Context: an optimization exercise on an open-source flow, tuned for small area. The choices shown serve that exercise and are no tape-out recipe.
In this exercise RTL edits were held to simulation tests only and were not proved equivalent to the original.

== rev 12 ==
==> flow/design.v (excerpt) <==
module rv32_exec_cluster (
    input  logic                   clk_i,
    input  logic                   rst_n_i,
    input  logic                   issue_valid_i,
    input  rv32_isa_pkg::exec_op_e issue_op_i,
    input  logic [32-1:0]       issue_a_i,
    input  logic [32-1:0]       issue_b_i,
    input  rv32_flow_pkg::tag_t    issue_tag_i,
    output logic                   issue_credit_o,
    input  logic                   res_credit_i,
    output logic                   res_valid_o,
    output rv32_flow_pkg::tag_t    res_tag_o,
    output logic [32-1:0]       res_data_o
);
==> flow/config.mk <==
export PLATFORM = sky130hd
export DESIGN_NAME = rv32_exec_cluster
export DESIGN_NICKNAME = rv32_exec_cluster
export VERILOG_FILES = /design/flow/design.v
export SDC_FILE = /design/flow/constraint.sdc
export NUM_CORES = 4
export LEC_CHECK = 0
export CAP_MARGIN = 20
export CORE_MARGIN = 2
export CORE_UTILIZATION = 50
export SLEW_MARGIN = 20
export SYNTH_HIERARCHICAL = 1
==> flow/constraint.sdc <==
create_clock -name core_clock -period 10.0 [get_ports {clk_i}]
set_input_delay 2.0000 -clock core_clock [delete_from_list [all_inputs] [get_ports {clk_i}]]
set_output_delay 2.0000 -clock core_clock [all_outputs]
set_load 0.01 [all_outputs]
standard.sh (not shown) runs the stock make flow with config.mk's settings and CLKGATE_MAP_FILE= SYNTH_SCRIPT=/design/flow/synth_recipe.tcl, a recipe that flattens the netlist after the stock synthesis.
==> flow/flow/run.sh <==
#!/bin/bash
# Layout: the standard flow (standard.sh) unchanged, with two placement
# and clock-tree options passed through the environment to the ORFS scripts:
#  - each port gets the platform's smallest buffer (buf_1) instead of the
#    default choice, clkdlybuf4s50_1;
#  - the clock tree is built from clkbuf_8 with sink clusters of at most
#    16 flip-flops within 50 um, without dummy loads.
# The make output goes to flow_make.log; ORFS keeps each step's log under orfs/logs.
set -euo pipefail
export BUFFER_PORTS_ARGS="-buffer_cell sky130_fd_sc_hd__buf_1"
export CTS_ARGS="-sink_clustering_enable -repair_clock_nets -buf_list sky130_fd_sc_hd__clkbuf_16 -sink_clustering_size 30 -sink_clustering_max_diameter 80 -dont_use_dummy_load"
bash standard.sh > flow_make.log 2>&1
Rev 12: PASS, flow complete, no timing, DRC or antenna violations
diff inputs: rev 12 => rev 13
-- flow/flow/run.sh --
<<< rev 12, line 4
#  - each port gets the platform's smallest buffer (buf_1) instead of the
#    default choice, clkdlybuf4s50_1;
#  - the clock tree is built from clkbuf_8 with sink clusters of at most
#    16 flip-flops within 50 um, without dummy loads.
# The make output goes to flow_make.log; ORFS keeps each step's log under orfs/logs.
set -euo pipefail
>>> rev 13, line 4
#  - each port gets the platform's smallest buffer (buf_1) instead of the
#    default choice, clkdlybuf4s50_1;
#  - the clock tree is built from clkbuf_16 with sink clusters of at most
#    30 flip-flops within 80 um, without dummy loads.
# The make output goes to flow_make.log; ORFS keeps each step's log under orfs/logs.
set -euo pipefail
==> results.txt <==
- From rev 12 to rev 13, count of hold-fix buffers inserted at cts did not move at all.
- Compared with rev 12, in rev 13 area of the die comparable, maximum resistive drop on vdd comparable.

---

== oak ==
The RTL this note starts from:
==> flow/design.v <==
package rv32_isa_pkg;
    typedef enum logic [4:0] {
        OP_ADD    = 5'b00000,
        OP_SLL    = 5'b00001,
        OP_SLT    = 5'b00010,
        OP_SLTU   = 5'b00011,
        OP_XOR    = 5'b00100,
        OP_SRL    = 5'b00101,
        OP_OR     = 5'b00110,
        OP_AND    = 5'b00111,
        OP_SUB    = 5'b01000,
        OP_SRA    = 5'b01101,
        OP_MUL    = 5'b10000,
        OP_MULH   = 5'b10001,
        OP_MULHSU = 5'b10010,
        OP_MULHU  = 5'b10011,
        OP_DIV    = 5'b10100,
        OP_DIVU   = 5'b10101,
        OP_REM    = 5'b10110,
        OP_REMU   = 5'b10111
    } exec_op_e;
    function automatic logic is_muldiv(input exec_op_e op);
        is_muldiv = op[4];
    endfunction
endpackage
package rv32_flow_pkg;
    typedef logic [4-1:0] tag_t;
    typedef logic [$clog2(4 + 2)-1:0] credit_t;
    typedef enum logic [1:0] {
        MD_IDLE = 2'b00,
        MD_MUL  = 2'b01,
        MD_DIV  = 2'b10,
        MD_DONE = 2'b11   
    } md_state_e;
endpackage
`timescale 1ns/1ns
module rv32_exec_cluster (
    input  logic                   clk_i,
    input  logic                   rst_n_i,
    input  logic                   issue_valid_i,
    input  rv32_isa_pkg::exec_op_e issue_op_i,
    input  logic [32-1:0]       issue_a_i,
    input  logic [32-1:0]       issue_b_i,
    input  rv32_flow_pkg::tag_t    issue_tag_i,
    output logic                   issue_credit_o,
    input  logic                   res_credit_i,
    output logic                   res_valid_o,
    output rv32_flow_pkg::tag_t    res_tag_o,
    output logic [32-1:0]       res_data_o
);
    localparam logic [1:0] PH_PRE  = 2'd0;
    localparam logic [1:0] PH_MAIN = 2'd1;
    localparam logic [1:0] PH_POST = 2'd2;
    localparam logic [1:0] PH_DONE = 2'd3;
    logic [31:0] q_a   [3];
    logic [31:0] q_b   [3];
    logic [4:0]  q_op  [3];
    logic [3:0]  q_tag [3];
    logic [1:0]  q_wp, q_rp, q_n;
    logic [31:0] h_a, h_b;
    logic [4:0]  h_op;
    logic [3:0]  h_tag;
    logic        wv;
    logic [1:0]  ph;
    logic [5:0]  cnt;
    logic [4:0]  op;
    logic [3:0]  tag;
    logic [31:0] A, B;
    logic [32:0] ACC;
    logic        c, fneg;
    logic [2:0]  cr;
    logic done, pop, load;
    assign done = wv && (ph == PH_DONE);
    assign pop  = done && (cr != 3'd0);
    assign load = (q_n != 2'd0) && (!wv || pop);
    assign h_a   = q_a[q_rp];
    assign h_b   = q_b[q_rp];
    assign h_op  = q_op[q_rp];
    assign h_tag = q_tag[q_rp];
    always_ff @(posedge clk_i) begin
        if (issue_valid_i) begin
            q_a[q_wp]   <= issue_a_i;
            q_b[q_wp]   <= issue_b_i;
            q_op[q_wp]  <= issue_op_i;
            q_tag[q_wp] <= issue_tag_i;
        end
    end
    always_ff @(posedge clk_i) begin
        if (!rst_n_i) begin
            q_wp <= 2'd0;
            q_rp <= 2'd0;
            q_n  <= 2'd0;
            cr   <= 3'd0;
        end else begin
            if (issue_valid_i) q_wp <= (q_wp == 2'd2) ? 2'd0 : q_wp + 2'd1;
            if (load)          q_rp <= (q_rp == 2'd2) ? 2'd0 : q_rp + 2'd1;
            q_n <= q_n + 2'(issue_valid_i) - 2'(load);
            cr  <= cr + 3'(res_credit_i) - 3'(pop);
        end
    end
    logic is_md, is_mul, is_div, is_shift, is_slt, is_log, sgn_div, is_rem;
    logic mul_sa, mul_sb, mulh_any;
    assign is_md    = op[4];
    assign is_mul   = op[4] && !op[2];
    assign is_div   = op[4] && op[2];
    assign is_shift = !op[4] && (op[1:0] == 2'b01);
    assign is_slt   = !op[4] && (op[2:1] == 2'b01);
    assign is_log   = !op[4] && op[2] && (op[1:0] != 2'b01);   
    assign sgn_div  = !op[0];
    assign is_rem   = op[4] && op[2] && op[1];
    assign mul_sa   = (op[1:0] == 2'b01) || (op[1:0] == 2'b10);
    assign mul_sb   = (op[1:0] == 2'b01);
    assign mulh_any = (op[1:0] != 2'b00);
    logic last31, last32, sh_end;
    assign last31 = (cnt[4:0] == 5'd31);
    assign last32 = cnt[5];
    assign sh_end = (cnt[4:0] == B[4:0]);
    logic m_mul, m_div, m_chain, m_rot, m_shift, m_sltfix, m_neg;
    assign m_mul    = (ph == PH_MAIN) && is_mul;
    assign m_div    = (ph == PH_MAIN) && is_div;
    assign m_chain  = (ph == PH_POST) && is_md && (is_mul || is_rem);
    assign m_shift  = (ph == PH_MAIN) && is_shift && !sh_end;
    assign m_sltfix = (ph == PH_POST) && !is_md;
    assign m_rot    = (ph == PH_PRE) || ((ph == PH_POST) && is_div && !is_rem) ||
                      ((ph == PH_MAIN) && !is_md && !is_shift);
    assign m_neg    = (ph == PH_PRE) || ((ph == PH_POST) && is_div && fneg);
    logic        inv, bext, cond, ext;
    logic [33:0] S;
    logic [32:0] sel;
    logic        ge;
    assign bext = m_div ? (sgn_div && B[31]) : (mul_sb && B[31]);
    assign inv  = m_div ? !(sgn_div && B[31]) : (last31 && mul_sa);
    assign S    = {1'b0, ACC} + {1'b0, {bext, B} ^ {33{inv}}} + 34'(inv);
    assign ge   = S[33];
    assign cond = m_mul ? A[0] : (m_div ? ge : 1'b0);
    assign sel  = cond ? S[32:0] : ACC;
    assign ext  = m_mul && mul_sb && sel[32];
    logic Bj, P, Q, ci, s, co, first, cinit, negp, lt, tin;
    assign Bj    = B[cnt[4:0]];
    assign first = (m_chain && is_rem) ? (cnt == 6'd1) : (cnt == 6'd0);
    assign P     = (m_chain || m_mul) ? sel[0] : A[0];
    assign Q     = ((ph == PH_MAIN) && !is_md) ? (Bj ^ (op[3] || is_slt)) : 1'b0;
    assign cinit = m_neg || ((ph == PH_MAIN) && !is_md && (op[3] || is_slt)) ||
                   (m_chain && is_rem && fneg);
    assign ci    = first ? cinit : c;
    assign negp  = m_neg || (m_chain && is_rem && fneg);
    assign s     = (P ^ negp) ^ Q ^ ci;
    assign co    = ((P ^ negp) & Q) | ((P ^ negp) & ci) | (Q & ci);
    assign lt    = (!op[0] && (A[0] ^ B[31])) ^ !co;
    always_comb begin
        if (is_shift)                    tin = A[31] && op[3];
        else if (is_slt)                 tin = 1'b0;
        else if (is_log && op[1:0] == 2'b10) tin = A[0] | Bj;
        else if (is_log && op[1:0] == 2'b11) tin = A[0] & Bj;
        else if (is_log)                 tin = A[0] ^ Bj;
        else                             tin = s;
    end
    always_ff @(posedge clk_i) begin
        if (load) begin
            A   <= h_a;
            B   <= h_b;
            ACC <= '0;
            op  <= h_op;
            tag <= h_tag;
        end else begin
            if (m_div)
                ACC <= {sel[31:0], A[31]};
            else
                ACC <= {ext, sel[32:1]};
            if (m_div)
                A <= {A[30:0], ge};
            else if (m_shift && !op[2])
                A <= {A[30:0], 1'b0};
            else if (m_sltfix)
                A <= {A[30:0], c};
            else if (m_mul || m_chain || m_rot || m_shift)
                A <= {tin, A[31:1]};
        end
    end
    always_ff @(posedge clk_i) begin
        if (load) begin
            c    <= 1'b0;
            fneg <= h_op[4] && h_op[2] && !h_op[0] &&
                    (h_op[1] ? h_a[31] : (h_a[31] ^ h_b[31]));
        end else begin
            if ((ph == PH_MAIN) && is_slt && last31)
                c <= lt;
            else
                c <= co;
            if (m_div && cnt == 6'd0 && ge && !is_rem)
                fneg <= 1'b0;
        end
    end
    always_ff @(posedge clk_i) begin
        if (!rst_n_i) begin
            wv  <= 1'b0;
            ph  <= PH_DONE;
            cnt <= '0;
        end else if (load) begin
            wv  <= 1'b1;
            cnt <= '0;
            ph  <= (h_op[4] && h_op[2] && !h_op[0] && h_a[31]) ? PH_PRE : PH_MAIN;
        end else if (pop) begin
            wv <= 1'b0;
        end else if (wv) begin
            cnt <= cnt + 6'd1;
            case (ph)
                PH_PRE: if (last31) begin
                    ph  <= PH_MAIN;
                    cnt <= '0;
                end
                PH_MAIN: begin
                    if (is_div) begin
                        if (last32) begin
                            ph  <= (is_rem || fneg) ? PH_POST : PH_DONE;
                            cnt <= '0;
                        end
                    end else if (is_shift) begin
                        if (sh_end) ph <= PH_DONE;
                    end else if (last31) begin
                        ph  <= ((is_mul && mulh_any) || is_slt) ? PH_POST : PH_DONE;
                        cnt <= '0;
                    end
                end
                PH_POST: begin
                    if (is_slt || (is_rem ? last32 : last31)) ph <= PH_DONE;
                end
                default: ;
            endcase
        end
    end
    assign res_valid_o    = pop;
    assign issue_credit_o = pop;
    assign res_tag_o      = tag;
    assign res_data_o     = A;
endmodule
export LEC_CHECK = 0
export CAP_MARGIN = 20
export CORE_MARGIN = 2
export CORE_UTILIZATION = 40
export SLEW_MARGIN = 20
create_clock -name core_clock -period 10.0 [get_ports {clk_i}]
run.sh (not shown) runs the stock make flow with config.mk's settings and CLKGATE_MAP_FILE= SYNTH_SCRIPT=/design/flow/synth_recipe.tcl, a recipe that flattens the netlist after the stock synthesis.
Stock flow here: none of the scripts above is used.
oak completed every stage of the flow, and the final layout passed the timing, design-rule and antenna checks.
Inputs modified between oak and pine:
Settings: setting CTS_BUF_LIST to sky130_fd_sc_hd__clkbuf_4 for the first time.
--- outcome ---
Of pine and oak, pine shows the lower final setup slack of the worst path, with oak above it. Relative to oak, pine degrades final period demand of the worst path. Taking oak as the reference, in pine flip-flop and latch share of the layout cell area about even; detailed-route via count shows an increase of about 2.4%.

[port drivers added, routing unchanged]
Ports are ideal in the flow. The routed layouts listed here were re-timed in OpenROAD.
Step 1 assumes that a clkbuf_16 drives the clock port and a buf_2 every other input.
Step 2, shift: input delay + t, output delay - t, t = (earliest + latest rising clock arrival at the registers) / 2. This alone moves slack from input paths to output paths.
a / b / c = no drivers / after step 1 / after step 2; a / b = the first two.
| run | shift t [ns] | setup WS [ns] | clock arrival spread, ns |
|---|---|---|---|
| rev 12 | 0.548 | 0.777 / 0.777 / 0.777 | 0.068 / 0.067 |
| rev 13 | 0.548 | 0.777 / 0.777 / 0.777 | 0.068 / 0.067 |
| oak | 0.606 | 3.522 / 3.522 / 3.522 | 0.019 / 0.020 |
| pine | 0.781 | 3.472 / 3.472 / 3.472 | 0.050 / 0.050 |
After both steps every run listed still meets setup and hold.
